Source: an optimization exercise on an open RTL-to-GDS flow (aim: small area, a short achievable clock period and few clock cycles per item). Production flows keep margins and buffers that such runs may drop. Function was checked by simulation only, so behaviour that the tests miss may differ from the original.

<file path="flow/design.v">
module sha256_stream_core #(
    parameter int ROUNDS_PER_CYCLE = 1
) (
    input  logic         clk,
    input  logic         rst,
    input  logic         valid_in,
    output logic         ready_in,
    input  logic         first_in,
    input  logic         last_in,
    input  logic [511:0] data_in,
    output logic [255:0] data_out,
    output logic         valid_out,
    output logic         busy
);
    localparam int R = ROUNDS_PER_CYCLE;
    if (!(R == 1 || R == 2 || R == 4)) begin : g_bad_rounds
        $error("sha256_stream_core: ROUNDS_PER_CYCLE must be 1, 2 or 4");
    end
    localparam logic [255:0] IV256 =
        256'h6a09e667_bb67ae85_3c6ef372_a54ff53a_510e527f_9b05688c_1f83d9ab_5be0cd19;
    function automatic logic [31:0] k_rom(input logic [5:0] idx);
        case (idx)
            6'd0: k_rom = 32'h428a2f98;
            6'd1: k_rom = 32'h71374491;
            6'd2: k_rom = 32'hb5c0fbcf;
            6'd3: k_rom = 32'he9b5dba5;
            6'd4: k_rom = 32'h3956c25b;
            6'd5: k_rom = 32'h59f111f1;
            6'd6: k_rom = 32'h923f82a4;
            6'd7: k_rom = 32'hab1c5ed5;
            6'd8: k_rom = 32'hd807aa98;
            6'd9: k_rom = 32'h12835b01;
            6'd10: k_rom = 32'h243185be;
            6'd11: k_rom = 32'h550c7dc3;
            6'd12: k_rom = 32'h72be5d74;
            6'd13: k_rom = 32'h80deb1fe;
            6'd14: k_rom = 32'h9bdc06a7;
            6'd15: k_rom = 32'hc19bf174;
            6'd16: k_rom = 32'he49b69c1;
            6'd17: k_rom = 32'hefbe4786;
            6'd18: k_rom = 32'h0fc19dc6;
            6'd19: k_rom = 32'h240ca1cc;
            6'd20: k_rom = 32'h2de92c6f;
            6'd21: k_rom = 32'h4a7484aa;
            6'd22: k_rom = 32'h5cb0a9dc;
            6'd23: k_rom = 32'h76f988da;
            6'd24: k_rom = 32'h983e5152;
            6'd25: k_rom = 32'ha831c66d;
            6'd26: k_rom = 32'hb00327c8;
            6'd27: k_rom = 32'hbf597fc7;
            6'd28: k_rom = 32'hc6e00bf3;
            6'd29: k_rom = 32'hd5a79147;
            6'd30: k_rom = 32'h06ca6351;
            6'd31: k_rom = 32'h14292967;
            6'd32: k_rom = 32'h27b70a85;
            6'd33: k_rom = 32'h2e1b2138;
            6'd34: k_rom = 32'h4d2c6dfc;
            6'd35: k_rom = 32'h53380d13;
            6'd36: k_rom = 32'h650a7354;
            6'd37: k_rom = 32'h766a0abb;
            6'd38: k_rom = 32'h81c2c92e;
            6'd39: k_rom = 32'h92722c85;
            6'd40: k_rom = 32'ha2bfe8a1;
            6'd41: k_rom = 32'ha81a664b;
            6'd42: k_rom = 32'hc24b8b70;
            6'd43: k_rom = 32'hc76c51a3;
            6'd44: k_rom = 32'hd192e819;
            6'd45: k_rom = 32'hd6990624;
            6'd46: k_rom = 32'hf40e3585;
            6'd47: k_rom = 32'h106aa070;
            6'd48: k_rom = 32'h19a4c116;
            6'd49: k_rom = 32'h1e376c08;
            6'd50: k_rom = 32'h2748774c;
            6'd51: k_rom = 32'h34b0bcb5;
            6'd52: k_rom = 32'h391c0cb3;
            6'd53: k_rom = 32'h4ed8aa4a;
            6'd54: k_rom = 32'h5b9cca4f;
            6'd55: k_rom = 32'h682e6ff3;
            6'd56: k_rom = 32'h748f82ee;
            6'd57: k_rom = 32'h78a5636f;
            6'd58: k_rom = 32'h84c87814;
            6'd59: k_rom = 32'h8cc70208;
            6'd60: k_rom = 32'h90befffa;
            6'd61: k_rom = 32'ha4506ceb;
            6'd62: k_rom = 32'hbef9a3f7;
            6'd63: k_rom = 32'hc67178f2;
            default: k_rom = 32'h0;
        endcase
    endfunction
    typedef enum logic [1:0] {IDLE, ROUND, UPDATE} state_t;
    function automatic logic [31:0] rotr(input logic [31:0] x, input int n);
        rotr = (x >> n) | (x << (32 - n));
    endfunction
    function automatic logic [31:0] bsig0(input logic [31:0] x);
        bsig0 = rotr(x, 2) ^ rotr(x, 13) ^ rotr(x, 22);
    endfunction
    function automatic logic [31:0] bsig1(input logic [31:0] x);
        bsig1 = rotr(x, 6) ^ rotr(x, 11) ^ rotr(x, 25);
    endfunction
    function automatic logic [31:0] ssig0(input logic [31:0] x);
        ssig0 = rotr(x, 7) ^ rotr(x, 18) ^ (x >> 3);
    endfunction
    function automatic logic [31:0] ssig1(input logic [31:0] x);
        ssig1 = rotr(x, 17) ^ rotr(x, 19) ^ (x >> 10);
    endfunction
    function automatic logic [255:0] round_fn(input logic [255:0] s,
                                              input logic [31:0]  k,
                                              input logic [31:0]  w);
        logic [31:0] a, b, c, d, e, f, g, h, t1, t2;
        {a, b, c, d, e, f, g, h} = s;
        t1 = h + bsig1(e) + ((e & f) ^ (~e & g)) + k + w;
        t2 = bsig0(a) + ((a & b) ^ (a & c) ^ (b & c));
        round_fn = {t1 + t2, a, b, c, d + t1, e, f, g};
    endfunction
    state_t       state;
    logic [6:0]   cnt_q;
    logic         first_q;
    logic         last_q;
    logic         ready_q;
    logic         busy_q;
    logic         valid_q;
    logic [255:0] dout_q;
    logic [255:0] h_q;
    logic [255:0] work_q;
    logic [31:0]  win_q [16];
    logic         accept;
    logic [31:0]  ext [20];
    logic [31:0]  win_next [16];
    logic [255:0] work_next;
    logic [255:0] base;
    logic [255:0] h_new;
    logic [255:0] iv_acc;
    logic [255:0] iv_msg;
    logic [255:0] digest;
    assign iv_acc = IV256;
    assign iv_msg = IV256;
    assign digest = h_new;
    assign accept        = (state == IDLE) && valid_in;
    assign ready_in  = ready_q;
    assign busy      = busy_q;
    assign valid_out = valid_q;
    assign data_out  = dout_q;
    always_comb begin
        for (int i = 0; i < 16; i++) ext[i] = win_q[i];
        for (int i = 16; i < 20; i++) ext[i] = 32'h0;
        for (int j = 0; j < R; j++) begin
            ext[16 + j] = ssig1(ext[14 + j]) + ext[9 + j] + ssig0(ext[1 + j]) + ext[j];
        end
        for (int i = 0; i < 16; i++) win_next[i] = ext[i + R];
        work_next = work_q;
        for (int j = 0; j < R; j++) begin
            work_next = round_fn(work_next, k_rom(cnt_q[5:0] + 6'(j)), ext[j]);
        end
    end
    always_comb begin
        base  = first_q ? iv_msg : h_q;
        h_new = '0;
        for (int i = 0; i < 8; i++) begin
            h_new[255 - 32*i -: 32] = base[255 - 32*i -: 32] + work_q[255 - 32*i -: 32];
        end
    end
    always_ff @(posedge clk) begin
        if (accept) begin
            for (int i = 0; i < 16; i++) win_q[i] <= data_in[511 - 32*i -: 32];
            work_q <= first_in ? iv_acc : h_q;
        end else if (state == ROUND) begin
            for (int i = 0; i < 16; i++) win_q[i] <= win_next[i];
            work_q <= work_next;
        end
    end
    always_ff @(posedge clk) begin
        if (rst) begin
            state   <= IDLE;
            cnt_q   <= '0;
            first_q <= 1'b0;
            last_q  <= 1'b0;
            ready_q <= 1'b1;
            busy_q  <= 1'b0;
            valid_q <= 1'b0;
            dout_q  <= '0;
            h_q     <= IV256;
        end else begin
            valid_q <= 1'b0;
            case (state)
                IDLE: begin
                    if (valid_in) begin
                        first_q <= first_in;
                        last_q  <= last_in;
                        cnt_q   <= '0;
                        ready_q <= 1'b0;
                        busy_q  <= 1'b1;
                        state   <= ROUND;
                    end
                end
                ROUND: begin
                    cnt_q <= cnt_q + 7'(R);
                    if (cnt_q == 7'(64 - R)) state <= UPDATE;
                end
                UPDATE: begin
                    h_q     <= h_new;
                    ready_q <= 1'b1;
                    busy_q  <= 1'b0;
                    state   <= IDLE;
                    if (last_q) begin
                        dout_q  <= digest;
                        valid_q <= 1'b1;
                    end
                end
                default: begin
                    state   <= IDLE;
                    ready_q <= 1'b1;
                    busy_q  <= 1'b0;
                end
            endcase
        end
    end
endmodule
</file>
<file path="flow/run.sh">
#!/bin/bash
# synth_recipe.tcl (not shown) runs the flow's synth.tcl, then flattens the netlist and writes it again
# the make line also repeats each setting of config.mk as NAME=value (left out here)
make -C /OpenROAD-flow-scripts/flow DESIGN_CONFIG=/design/flow/config.mk WORK_HOME=/design/flow/orfs CLKGATE_MAP_FILE= SYNTH_SCRIPT=/design/flow/synth_recipe.tcl finish
</file>
<file path="flow/config.mk">
export PLATFORM = sky130hd
export DESIGN_NAME = sha256_stream_core
export DESIGN_NICKNAME = sha256_stream_core
export VERILOG_FILES = /design/flow/design.v
export SDC_FILE = /design/flow/constraint.sdc
export NUM_CORES = 4
export LEC_CHECK = 0
export CAP_MARGIN = 20
export CORE_MARGIN = 2
export CORE_UTILIZATION = 40
export SLEW_MARGIN = 20
</file>
<file path="flow/constraint.sdc">
create_clock -name core_clock -period 8.0 [get_ports {clk}]
set_input_delay 1.6000 -clock core_clock [delete_from_list [all_inputs] [get_ports {clk}]]
set_output_delay 1.6000 -clock core_clock [all_outputs]
set_load 0.01 [all_outputs]
</file>
==> reports/qor.yml <==
outcome:
  status: "finished clean"
global_route:
  grtUsageMet2: 0.489
  grt_max_degree: 206
  antenna_found_initial: 42
  busiest_layer: "met2"
  grt_pass1_vias: 68300
  met1_usage: 0.434
  grtUsageMet3: 0.0583
  grt_pass1_wl_um: 481000
  track_usage: 0.314
  gr-total-overflow: 0
logic_synthesis:
  ys_top_cells_by_count: "2500 x nand2_1, 768 x edfxtp_1, 693 x a21oi_1"
  yosysWarnings: 4
  synth_edf_count: 768
  synth_cell_types: 89
  synth.avg_cell_area_um2: 8.58
  ys_ff_latch: 1326
  syn_nets: 10600
  synth_area_leaders: "edfxtp_1 28%, dfxtp_1 14%, nand2_1 12%"
  synth_top_area_frac: 0.283
  mappedNetlistArea_um2: 81600
  async_flop_share: 0
  yosys.area.top_type: "edfxtp_1"
  synth-seq-area-share: 0.420
  synthCells: 9502
  synth_most_common_cell: "nand2_1"
  synth_flop_cell: "edfxtp_1"
timing:
  fin_crit_ns: 7.54
  fmax_mhz: 133
  worstMarginPinSlew_ns: 1.16
  drv_slew: 0
  finalHoldViolations: 0
  relSlewSlack: 0.223
  skew_ns: 0.0494
  period_share: 0.943
  setup_ws_ns: 0.459
  setup_viol: 0
  fin_tns_setup_ns: 0
worst_setup_path:
  path_common_cell: "fa_1"
  critPathMaxStageDelay_ns: 0.57
  timing.rr.end: "work_q[253]"
  arrival_ns: 8.11
  path_max_fanout: 6
  start_kind: "flop"
  worstSetupPathType: "flop to flop"
  path_buf_inv: 3
  regToRegStartpoint: "win_q[0][2]"
  rrSetupSlack_ns: 0.46
  reg2reg_depth: 27
  cp_slowest_cell: "fa_1"
  cp_top_family: "compound AO/OA/AOI/OAI gates"
  worst_setup_path_end_kind: "flop"
  crit_required_ns: 8.57
final_layout:
  seq_area_um2: 34200
  syn_to_final_growth_pct: 18.9
  final_cells: 12800
  drive_gt1_frac: 0.0580
  multi_input_area_um2: 43700
  nNetsFinal: 11100
  fin_util: 0.479
  fillers: 19600
floorplan:
  chipWidth_um: 456
  rows: 165
  io_pins: 776
  dieHeight_um: 456
  die-area_um2: 208000
  initial_core_util: 0.403
  coreArea_um2: 203000
placed_design:
  dp_slack_ns: 0.362
  gp_congestion: 0.998
  dp.cells: 12500
  port_buffers: 775
  dp_hpwl_um: 255000
job:
  maxCapViolations: 0
worst_hold_path:
  whs_path_depth: 2
  hold_start: "dout_q[19]"
  hold_class: "flop to flop"
  holdPathEnd: "dout_q[19]"
drt:
  post-route-drc-count: 0
  drt_wl_total_um: 337000
  ant_nets: 0
  num_vias: 71700
  drt_iter0_drc: 7532
  dr.pass1.iters: 6
  wl_per_cell_um: 26.3
  vias_per_cell: 5.59
cts:
  ctsHoldBuffers: 0
  clk_pin_slew_worst_paths_ns: 0.06
  cts_tree: "built"
  clkLatencyLatePin_ns: 0.85
  root_buffer: "clkbuf_16"
  numCtsBuffers: 155
  cts-htree-levels: 4
  cts.path.max_buffers: 3
  cts.sinks: 1326
[final cells by class]
cell class	count	share of cell area
flip-flops and latches	1326	0.353
repair buffers	900	0.0909
clock inverters	73	0.00814
clock buffers	213	0.0458
inverters	437	0.0170
well taps	2672	0.0345
multi-input cells	7180	0.450
diodes	26	0.000671
[routing by layer]
layer	routed length, um	vias to the layer above
met2	152000	2775
li1	-	33400
met3	25400	454
met5	69	-
met4	12500	10
met1	147000	35100
[per-stage QoR]
| stage | hold slack, ns | area (um^2) |
|---|---|---|
| floorplan | 0.440 | 81600 |
| global placement | 0.445 | 91700 |
| detailed placement | 0.447 | 91700 |
| CTS | 0.455 | 96900 |
| global route | 0.470 | 97000 |
| finish | 0.452 | 97000 |
[sequential cells by signal, summed over array words and instances (netlist names), named ones only]
signal / cells
valid_q: 1
busy_q: 1
cnt_q: 7
win_q: 512
dout_q: 256
state: 2
first_q: 1
work_q: 256
ready_q: 1
last_q: 1
h_q: 256
[worst min-delay path: cells and delay by family, from the launching register on]
family / cells / cell delay, ns
AOI/OAI and AO/OA: 1 / 0.05
DFF: 1 / 0.31
and+or+nand+nor: 1 / 0.05
[worst max-delay path by stage]
stage,startpoint,end,depth (start not counted)
after CTS,work_q[1],work_q[253],31
after floorplan,valid_in,win_q[0][0],2
after detailed placement,work_q[1],work_q[253],31
after global placement,win_q[0][2],work_q[253],27
after global routing,win_q[0][2],work_q[253],27
final,win_q[0][2],work_q[253],27
[cells by family after synthesis]
group | after synthesis | share of synthesized area
AO/OA/AOI/OAI | 2146 | 0.161
XOR/XNOR | 576 | 0.0618
adder cells (fa/ha/maj) | 586 | 0.108
buffers and inverters | 996 | 0.0460
flip-flops | 1326 | 0.420
multiplexers | 45 | 0.00606
AND/OR/NAND/NOR | 3827 | 0.197
[repair_timing]
action,4_1_cts,5_1_grt
buffers inserted,0,1
setup endpoints to repair,0,8
resized for setup,0,6
[placed cells by master (no fill, tap or decap), types with 85 or more instances in the layout]
cell type,instances
ha_1,389
clkdlybuf4s50_1,773
inv_1,431
a21o_1,181
o21ai_0,581
nor2_1,543
dfxtp_1,557
or2_2,145
edfxtp_1,768
xnor2_1,342
fa_1,195
nand3_1,139
nor3_1,125
a21oi_1,693
nand2_1,2496
clkbuf_16,163
xor2_1,232
a211oi_1,85
o211ai_1,141
nor2b_1,150
buf_4,116
Testbench counts, summed over its fixed seeds: cycles 16,706, blocks 253.

-- afterwards: timing with drivers on the ports --
The flow's constraints put no driver on any port. The routed layout listed below was extracted and timed again, unchanged, in two steps.
Step 1 assumes that a clkbuf_16 drives the clock port and a buf_2 every other input.
Step 2, shift: input delay + t, output delay - t, t = (earliest + latest rising clock arrival at the registers) / 2. This alone moves slack from input paths to output paths.
a / b / c = no drivers / after step 1 / after step 2; a / b = the first two.
t (ns): 0.913
slack for setup (ns): 0.459 / 0.459 / 0.459
worst slew at a driven data input, ns: 0.28
After both steps this run still meets setup and hold. The setup slack of this run moves by 0.000 ns with the drivers and by 0.000 ns with both steps.
